From an optimization exercise on the open Yosys and OpenROAD flow, aimed at small area, a short achievable clock period and few clock cycles; shortcuts taken in it are not production practice. The RTL was checked by simulation tests, not by an equivalence proof against the original design. Power is estimated from default activity; no workload was simulated.

<file path="flow/design.v">
`timescale 1ns/1ps
package rv_pkg;
    typedef logic [32-1:0]   word_t;       
    typedef logic [5-1:0] reg_addr_t;
    typedef logic [32-3:0]   imem_addr_t;  
    typedef enum logic [6:0] {
        OPC_OP     = 7'b0110011,
        OPC_OP_IMM = 7'b0010011
    } opcode_e;
    typedef enum logic [3:0] {
        ALU_ADD = 4'b0000,
        ALU_SUB = 4'b0001,
        ALU_AND = 4'b0010,
        ALU_OR  = 4'b0011,
        ALU_SLT = 4'b0100,
        ALU_XOR = 4'b0101,
        ALU_SLL = 4'b0110,
        ALU_SRA = 4'b0111,
        ALU_SRL = 4'b1000,
        ALU_SLTU = 4'b1001
    } alu_op_e;
endpackage
`timescale 1ns/1ps
module fetch_stage (
    input  logic       clk,
    input  logic       rst_n,
    input  rv_pkg::word_t      i_imem_rdata,
    input  logic       i_imem_stall,
    output rv_pkg::imem_addr_t o_imem_addr,
    output rv_pkg::word_t      o_pc,
    output rv_pkg::word_t      o_inst
);
    rv_pkg::word_t pc_r;
    rv_pkg::word_t inst_r;
    rv_pkg::word_t inst_swapped;
    assign inst_swapped = {i_imem_rdata[7:0], i_imem_rdata[15:8],
                           i_imem_rdata[23:16], i_imem_rdata[31:24]};
    assign o_imem_addr = pc_r[31:2];
    assign o_pc        = pc_r;
    assign o_inst      = inst_r;
    always_ff @(posedge clk or negedge rst_n) begin
        if (!rst_n) begin
            pc_r <= 32'h0000_0000;
        end else if (!i_imem_stall) begin
            pc_r <= pc_r + 32'd4;  
        end
    end
    always_ff @(posedge clk or negedge rst_n) begin
        if (!rst_n) begin
            inst_r <= 32'h0000_0013;
        end else if (i_imem_stall) begin
            inst_r <= 32'h0000_0013;
        end else begin
            inst_r <= inst_swapped;
        end
    end
endmodule
`timescale 1ns/1ps
module inst_decoder (
    input  rv_pkg::word_t     i_inst,
    output rv_pkg::reg_addr_t o_rs1_addr,
    output rv_pkg::reg_addr_t o_rs2_addr,
    output rv_pkg::reg_addr_t o_rd_addr,
    output rv_pkg::word_t     o_imm,
    output rv_pkg::alu_op_e   o_alu_op,
    output logic      o_use_imm,
    output logic      o_reg_write
);
    logic [6:0] opcode;
    logic [2:0] funct3;
    logic       alt;        
    logic       is_op;
    logic       is_op_imm;
    assign opcode    = i_inst[6:0];
    assign funct3    = i_inst[14:12];
    assign alt       = i_inst[30];
    assign is_op     = (opcode == rv_pkg::OPC_OP);
    assign is_op_imm = (opcode == rv_pkg::OPC_OP_IMM);
    assign o_rd_addr  = i_inst[11:7];
    assign o_rs1_addr = i_inst[19:15];
    assign o_rs2_addr = i_inst[24:20];  
    assign o_imm = {{20{i_inst[31]}}, i_inst[31:20]};
    assign o_use_imm = is_op_imm;
    assign o_reg_write = (is_op || is_op_imm) && (o_rd_addr != '0);
    always_comb begin
        case (funct3)
            3'b000: begin
                o_alu_op = (alt && is_op) ? rv_pkg::ALU_SUB : rv_pkg::ALU_ADD;
            end
            3'b001: o_alu_op = rv_pkg::ALU_SLL;
            3'b010: o_alu_op = rv_pkg::ALU_SLT;
            3'b011: o_alu_op = rv_pkg::ALU_SLTU;
            3'b100: o_alu_op = rv_pkg::ALU_XOR;
            3'b101: begin
                o_alu_op = alt ? rv_pkg::ALU_SRA : rv_pkg::ALU_SRL;
            end
            3'b110: o_alu_op = rv_pkg::ALU_OR;
            3'b111: o_alu_op = rv_pkg::ALU_AND;
            default: o_alu_op = rv_pkg::ALU_ADD;
        endcase
    end
endmodule
`timescale 1ns/1ps
module reg_file (
    input  logic      clk,
    input  logic      rst_n,
    input  rv_pkg::reg_addr_t i_rs1_addr,
    input  rv_pkg::reg_addr_t i_rs2_addr,
    input  rv_pkg::reg_addr_t i_wr_addr,
    input  logic      i_wr_en,
    input  rv_pkg::word_t     i_wr_data,
    output rv_pkg::word_t     o_rs1_data,
    output rv_pkg::word_t     o_rs2_data
);
    rv_pkg::word_t regs [1:31];  
    function automatic logic [32-1:0] read_port(input logic [5-1:0] addr);
        logic [32-1:0] data;
        if (addr == '0) begin
            data = '0;
        end else if (i_wr_en && (i_wr_addr == addr)) begin
            data = i_wr_data;
        end else begin
            data = regs[addr];
        end
        read_port = data;
    endfunction
    assign o_rs1_data = read_port(i_rs1_addr);
    assign o_rs2_data = read_port(i_rs2_addr);
    always_ff @(posedge clk or negedge rst_n) begin
        if (!rst_n) begin
            for (int i = 1; i < 32; i++) begin
                regs[i] <= '0;
            end
        end else if (i_wr_en && (i_wr_addr != '0)) begin
            regs[i_wr_addr] <= i_wr_data;
        end
    end
endmodule
`timescale 1ns/1ps
module execute_stage (
    input  logic      clk,
    input  logic      rst_n,
    input  rv_pkg::reg_addr_t i_rs1_addr,
    input  rv_pkg::reg_addr_t i_rs2_addr,
    input  rv_pkg::reg_addr_t i_rd_addr,
    input  rv_pkg::word_t     i_rs1_data,
    input  rv_pkg::word_t     i_rs2_data,
    input  rv_pkg::word_t     i_imm,
    input  rv_pkg::alu_op_e   i_alu_op,
    input  logic      i_use_imm,
    input  logic      i_reg_write,
    output logic      o_wb_valid,
    output rv_pkg::reg_addr_t o_wb_rd,
    output rv_pkg::word_t     o_wb_data
);
    rv_pkg::reg_addr_t de_rs1_addr;
    rv_pkg::reg_addr_t de_rs2_addr;
    rv_pkg::reg_addr_t de_rd_addr;
    rv_pkg::alu_op_e   de_alu_op;
    logic      de_use_imm;
    logic      de_reg_write;
    rv_pkg::word_t     de_rs1_data;
    rv_pkg::word_t     de_rs2_data;
    rv_pkg::word_t     de_imm;
    rv_pkg::word_t op_a;
    rv_pkg::word_t op_b_reg;
    rv_pkg::word_t op_b;
    rv_pkg::word_t alu_out;
    always_ff @(posedge clk or negedge rst_n) begin
        if (!rst_n) begin
            de_rs1_addr  <= '0;
            de_rs2_addr  <= '0;
            de_rd_addr   <= '0;
            de_alu_op    <= rv_pkg::ALU_ADD;
            de_use_imm   <= 1'b0;
            de_reg_write <= 1'b0;
        end else begin
            de_rs1_addr  <= i_rs1_addr;
            de_rs2_addr  <= i_rs2_addr;
            de_rd_addr   <= i_rd_addr;
            de_alu_op    <= i_alu_op;
            de_use_imm   <= i_use_imm;
            de_reg_write <= i_reg_write;
        end
    end
    always_ff @(posedge clk) begin
        de_rs1_data <= i_rs1_data;
        de_rs2_data <= i_rs2_data;
        de_imm      <= i_imm;
    end
    assign op_a     = (o_wb_valid && (o_wb_rd == de_rs1_addr)) ? o_wb_data : de_rs1_data;
    assign op_b_reg = (o_wb_valid && (o_wb_rd == de_rs2_addr)) ? o_wb_data : de_rs2_data;
    assign op_b     = de_use_imm ? de_imm : op_b_reg;
    always_comb begin
        case (de_alu_op)
            rv_pkg::ALU_ADD: alu_out = op_a + op_b;
            rv_pkg::ALU_SUB: alu_out = op_a - op_b;
            rv_pkg::ALU_AND: alu_out = op_a & op_b;
            rv_pkg::ALU_OR:  alu_out = op_a | op_b;
            rv_pkg::ALU_SLT: alu_out = {31'b0, $signed(op_a) < $signed(op_b)};
            rv_pkg::ALU_SLTU: alu_out = {31'b0, op_a < op_b};
            rv_pkg::ALU_XOR: alu_out = op_a ^ op_b;
            rv_pkg::ALU_SLL: alu_out = op_a << op_b[4:0];
            rv_pkg::ALU_SRA: alu_out = $signed(op_a) >>> op_b[4:0];
            rv_pkg::ALU_SRL: alu_out = op_a >> op_b[4:0];
            default: alu_out = op_a + op_b;
        endcase
    end
    always_ff @(posedge clk or negedge rst_n) begin
        if (!rst_n) begin
            o_wb_valid <= 1'b0;
            o_wb_rd    <= '0;
        end else begin
            o_wb_valid <= de_reg_write;
            o_wb_rd    <= de_rd_addr;
        end
    end
    always_ff @(posedge clk) begin
        o_wb_data <= alu_out;
    end
endmodule
`timescale 1ns/1ps
module rv_core (
    input  logic       clk,
    input  logic       rst_n,
    input  rv_pkg::word_t      i_imem_rdata,
    input  logic       i_imem_stall,
    output rv_pkg::imem_addr_t o_imem_addr,
    output rv_pkg::word_t      o_pc,
    output logic       o_wb_valid,
    output rv_pkg::reg_addr_t  o_wb_rd,
    output rv_pkg::word_t      o_wb_data
);
    rv_pkg::word_t     f_inst;
    rv_pkg::reg_addr_t dec_rs1_addr;
    rv_pkg::reg_addr_t dec_rs2_addr;
    rv_pkg::reg_addr_t dec_rd_addr;
    rv_pkg::word_t     dec_imm;
    rv_pkg::alu_op_e   dec_alu_op;
    logic      dec_use_imm;
    logic      dec_reg_write;
    rv_pkg::word_t     rf_rs1_data;
    rv_pkg::word_t     rf_rs2_data;
    fetch_stage u_fetch (
        .clk          (clk),
        .rst_n        (rst_n),
        .i_imem_rdata (i_imem_rdata),
        .i_imem_stall (i_imem_stall),
        .o_imem_addr  (o_imem_addr),
        .o_pc         (o_pc),
        .o_inst       (f_inst)
    );
    inst_decoder u_dec (
        .i_inst      (f_inst),
        .o_rs1_addr  (dec_rs1_addr),
        .o_rs2_addr  (dec_rs2_addr),
        .o_rd_addr   (dec_rd_addr),
        .o_imm       (dec_imm),
        .o_alu_op    (dec_alu_op),
        .o_use_imm   (dec_use_imm),
        .o_reg_write (dec_reg_write)
    );
    reg_file u_rf (
        .clk        (clk),
        .rst_n      (rst_n),
        .i_rs1_addr (dec_rs1_addr),
        .i_rs2_addr (dec_rs2_addr),
        .i_wr_addr  (o_wb_rd),
        .i_wr_en    (o_wb_valid),
        .i_wr_data  (o_wb_data),
        .o_rs1_data (rf_rs1_data),
        .o_rs2_data (rf_rs2_data)
    );
    execute_stage u_ex (
        .clk         (clk),
        .rst_n       (rst_n),
        .i_rs1_addr  (dec_rs1_addr),
        .i_rs2_addr  (dec_rs2_addr),
        .i_rd_addr   (dec_rd_addr),
        .i_rs1_data  (rf_rs1_data),
        .i_rs2_data  (rf_rs2_data),
        .i_imm       (dec_imm),
        .i_alu_op    (dec_alu_op),
        .i_use_imm   (dec_use_imm),
        .i_reg_write (dec_reg_write),
        .o_wb_valid  (o_wb_valid),
        .o_wb_rd     (o_wb_rd),
        .o_wb_data   (o_wb_data)
    );
endmodule
</file>
<file path="flow/run.sh">
#!/bin/bash
# synth_recipe.tcl (not shown) runs the flow's synth.tcl, then flattens the netlist and writes it again
# the make line also repeats each setting of config.mk as NAME=value (left out here)
make -C /OpenROAD-flow-scripts/flow DESIGN_CONFIG=/design/flow/config.mk WORK_HOME=/design/flow/orfs CLKGATE_MAP_FILE= SYNTH_SCRIPT=/design/flow/synth_recipe.tcl finish
</file>
<file path="flow/config.mk">
export PLATFORM = sky130hd
export DESIGN_NAME = rv_core
export DESIGN_NICKNAME = rv_core
export VERILOG_FILES = /design/flow/design.v
export SDC_FILE = /design/flow/constraint.sdc
export NUM_CORES = 4
export LEC_CHECK = 0
export CAP_MARGIN = 20
export CELL_PAD_IN_SITES_DETAIL_PLACEMENT = 1
export CELL_PAD_IN_SITES_GLOBAL_PLACEMENT = 2
export CORE_MARGIN = 2
export CORE_UTILIZATION = 30
export PLACE_DENSITY = 0.5
export SLEW_MARGIN = 20
</file>
<file path="flow/constraint.sdc">
create_clock -name core_clock -period 6.0 [get_ports {clk}]
set_input_delay 1.2000 -clock core_clock [delete_from_list [all_inputs] [get_ports {clk}]]
set_output_delay 1.2000 -clock core_clock [all_outputs]
set_load 0.01 [all_outputs]
</file>
==> metrics.log <==
INFO  metric status = no timing/DRC/antenna violations
INFO  metric cts_hold_repair.buffers = 0
INFO  metric ctsRootBufferMaster = clkbuf_16
INFO  metric num_cts_buffers = 151
INFO  metric synth_warnings = 5
INFO  metric critical_path.top_delay_family = simple AND/OR/NAND/NOR gates
INFO  metric drt-vias-per-instance = 6.569
INFO  metric fin_tns_setup = 0 ns
INFO  metric grt_start_max_net_pins = 144
INFO  metric period_minus_slack = 5.704 ns
INFO  metric hold_viol = 0
INFO  metric postLayoutCellArea = 76,070 µm²
INFO  metric cts.path.max_buffers = 3
INFO  metric p_seq_share = 38.8%
INFO  metric worst-path-buf-inv = 2
INFO  metric area_growth = 17.86%
INFO  metric numPortBuffers = 132
INFO  metric maxClockFrequency = 0.1753 GHz
INFO  metric proportion_of_power_drawn_by_combinational_gates = 24.2%
INFO  metric grt_pass1_vias = 59.15k
INFO  metric drive_above_1_share = 29.09%
INFO  metric drt-initial-drc-count = 7,695
INFO  metric layout.filler_cells = 23.16k
INFO  metric worst_ir_drop_vdd = 323.2 µV
INFO  metric grt_antenna_before_repair = 38
INFO  metric htree_levels = 4
INFO  metric tritoncts = built
INFO  metric post_synth.cell_area_avg = 10.70 µm²
INFO  metric globalplace.congestion = 0.9156
INFO  metric p_int = 16,510 µW
INFO  metric place.detailed.hpwl = 266.4 mm
INFO  metric cts.clk_slew.worst_paths = 0.06 ns
INFO  metric final_min_period_over_clock_period = 95.06%
INFO  metric p_leak = 0.03351 µW
INFO  metric worst_path_max_delay_cell = o41ai_2
INFO  metric routed_wire_length_per_instance = 45.06 µm
INFO  metric worst_setup_path_end_kind = flop
INFO  metric post-layout-total-power = 25,800 µW
INFO  metric globalRouteTotalUtil = 36.44%
INFO  metric clkPwrFrac = 37.0%
INFO  metric ys_seq_elements = 1,189
INFO  metric io_pins = 135
INFO  metric die_area = 218,900 µm²
INFO  metric setup-violations-final = 0
INFO  metric finalCoreUtilization = 35.52%
INFO  metric synth_seq_area_share = 45.27%
INFO  metric critical_path_fanouts_max = 11
INFO  metric worst_skew_pair_later_pin_latency = 0.84 ns
INFO  metric slew_headroom = 13.52%
INFO  metric floorplan.die.height = 467.8 µm
INFO  metric clock_skew = 0.05111 ns
INFO  metric router_iterations_before_antenna_repair = 6
INFO  metric max_slew_vio_count = 0
INFO  metric min-delay-path-class = reg2reg
INFO  metric p_per_area = 339.2 nW/µm²
INFO  metric startpoint_class_of_the_critical_path = flop
INFO  metric holdWs = 0.3466 ns
INFO  metric layout.nets = 6,188
INFO  metric post_synthesis_async_set_or_reset_flop_share = 90.92%
INFO  metric postSynth.topFlopCell = dfrtp_1
INFO  metric wire_length_of_the_first_global_routing_pass = 546.7 mm
INFO  metric postRouteWirelength = 406.7 mm
INFO  metric total_drc_errors_in_the_routed_layout = 0
INFO  metric row_count = 170
INFO  metric initial_standard_cell_utilization_of_the_core = 30.13%
INFO  metric placedInstanceArea = 70,820 µm²
INFO  metric synth-edff-count = 0
INFO  metric setup.worst_path.class = reg2reg
INFO  metric placeableCoreArea = 214,200 µm²
INFO  metric power_dissipated_by_switching_net_loads = 9293 µW
INFO  metric detailroute.via_count = 59.29k
INFO  metric data_required_critical_path = 6.69 ns
INFO  metric netlist_area = 64,540 µm²
INFO  metric timing.critical_path.cells = xor2_1 -> nor4_2 -> nand3_4 -> mux2_2 -> ha_1 -> buf_4 -> nor4bb_1 -> nor3b_1 -> inv_1 -> o32ai_1 -> a311oi_2 -> o21ai_2 -> a2111oi_4 -> o41ai_2 -> nor4_1 -> or4_1 -> mux2i_1 -> o2111ai_1
INFO  metric die_width = 467.8 µm
INFO  metric switching_share = 36.02%
INFO  metric cp_peak_stage_delay = 0.61 ns
INFO  metric postRouteAntennaNets = 0
INFO  metric grt_setup_unrepaired = no
INFO  metric worstPathArrival = 6.39 ns
INFO  metric sinks_on_the_clock_net = 1,189
INFO  metric synthesized_instance_count = 6,034
INFO  metric post_synth_num_cell_types = 93
INFO  metric grt_overflow_total = 0
INFO  metric timing_worst_slew_pin_value = 1.294 ns
INFO  metric max-cap-violations = 0
power groups by stage:
stage	combinational (µW)	sequential (µW)	clock, µW
after floorplan	3340	9580	0
after global placement	6090	10100	0
after detailed placement	6100	10100	0
after CTS	6110	9970	9700
after global routing	6560	10100	10000
final	6240	10000	9550
layer usage:
layer	wire (µm)	GRT usage, %
met1	172700	48.98
met2	178700	55.54
met3	31350	7.099
met4	23880	18.52
met5	74	0
placed cells by master, fill, tap and decap left out, types with 37 or more instances in the layout:
master	n
o21ai_0	190
a222oi_1	67
a221oi_1	209
nand4_1	142
clkdlybuf4s50_1	130
nor3_1	57
nor4_1	47
nor2b_1	45
nand3_1	147
xnor2_1	42
nor2_4	75
clkbuf_8	37
a22o_1	122
dfrtp_1	1075
mux2i_1	97
inv_1	93
clkbuf_16	153
dfxtp_1	96
ha_1	97
buf_4	303
mux2_2	1031
nand2_1	225
clkbuf_1	37
nor2_1	274
a22oi_1	602
a21oi_1	222
buf_12	43
cell usage after synthesis (all sizes together), types with 61 or more instances:
cell type     n  area share [%]
dfrtp      1078              42
mux2       1032              18
a22oi       602             7.0
clkbuf      482             2.8
nor2        349             2.0
nand2       236             1.4
a21oi       222             1.7
a221oi      212             2.9
o21ai       194             1.5
nand3       154             1.2
nand4       142             1.4
buf         133             1.1
a22o        122             1.7
dfxtp       108             3.3
mux2i        98             1.5
ha           97             1.9
inv          96            0.56
a222oi       67             1.0
nor3         61            0.48
cell families after synthesis:
kind of cell / count (synthesis) / synth area share, %
compound gates: 1681 / 19.15
flops: 1189 / 45.27
simple gates: 1150 / 8.582
mux: 1135 / 19.71
buf+inv: 713 / 4.443
fa+ha+maj: 99 / 1.942
xor+xnor: 66 / 0.8956
other cells: 1 / 0.005810
flip-flops by register name, summed over array words and instances, names as in the netlist, 4 cells and up:
signal and cells:
u_ex.de_rd_addr 5, u_ex.o_wb_rd 5, u_ex.o_wb_data 32, u_ex.de_rs1_addr 5, u_ex.de_rs2_data 32, u_fetch.pc_r 30, u_fetch.inst_r 32, u_ex.de_alu_op 4
u_ex.de_rs1_data 32, u_rf.regs 992, u_ex.de_rs2_addr 5, u_ex.de_imm 12
final cells by class:
cell class | count | area, µm² | share of cell area [%]
Sequential cell | 1189 | 29240 | 38.43
Inverter | 98 | 367.9 | 0.4836
Multi-Input combinational cell | 4133 | 33310 | 43.79
Antenna cell | 13 | 32.53 | 0.04276
Tap cell | 2838 | 3551 | 4.668
Clock inverter | 47 | 623.1 | 0.8191
Timing Repair Buffer | 481 | 4477 | 5.885
Clock buffer | 227 | 4477 | 5.885
final timing paths:
path / slack (ns) / cells after the start / endpoint / from
worst max register to register: 0.30 / 18 / u_ex.o_wb_data[27]$_DFF_P_ / u_ex.o_wb_rd[1]$_DFF_PN0_
worst min register to register: 0.35 / 0 / u_ex.de_imm[9]$_DFF_P_ / u_fetch.inst_r[29]$_DFF_PN0_
worst min-delay path: 0.35 / 0 / u_ex.de_imm[9]$_DFF_P_ / u_fetch.inst_r[29]$_DFF_PN0_
worst max-delay path: 0.30 / 18 / u_ex.o_wb_data[27]$_DFF_P_ / u_ex.o_wb_rd[1]$_DFF_PN0_
min in group asynchronous: 0.44 / 1 / u_rf.regs[29][7]$_DFFE_PN0P_ / rst_n
max in group asynchronous: 4.02 / 2 / u_rf.regs[14][9]$_DFFE_PN0P_ / rst_n
metrics by stage:
step                      std cells  setup slack (ns)
final                          9026            0.2964
after global routing           9016           0.07927
after CTS                      9004            0.1021
after detailed placement       8730            0.1166
after global placement         8728            0.1467
after floorplan                6035            0.7487
timing repair:
| action | CTS | global route |
|---|---|---|
| setup endpoints to repair | 0 | 8 |
| hold endpoints to repair | 0 | 0 |
| gates resized for setup | 0 | 4 |
| buffers inserted | 0 | 7 |
Testbench counts, summed over its fixed seeds: cycles 18,269.

static timing again, ports no longer ideal:
No port has a modelled driver above. Below, the same layout with a new extraction and two added sets of constraints.
Step 1, drivers: a clkbuf_16 drives clk and a buf_2 each remaining input, both assumed.
Step 2 adds t to the input delays and takes it off the output delays; t is the mean of the earliest and latest rising clock arrival at the registers after step 1. Input paths then give back, and output paths get back, about the clock's delay inside the block.
a / b / c = ideal ports / drivers / drivers and shift; a / b = the first two.
shift t [ns]: 0.907
setup slack, ns: 0.296 / 0.296 / 0.296
slew at the worst register clock pin (ns): 0.07 / 0.07
worst slew at a driven data input, ns: 0.06
After both steps this run still meets setup and hold. For this run, drivers alone change the setup slack by 0.000 ns; drivers and shift together by 0.000 ns.
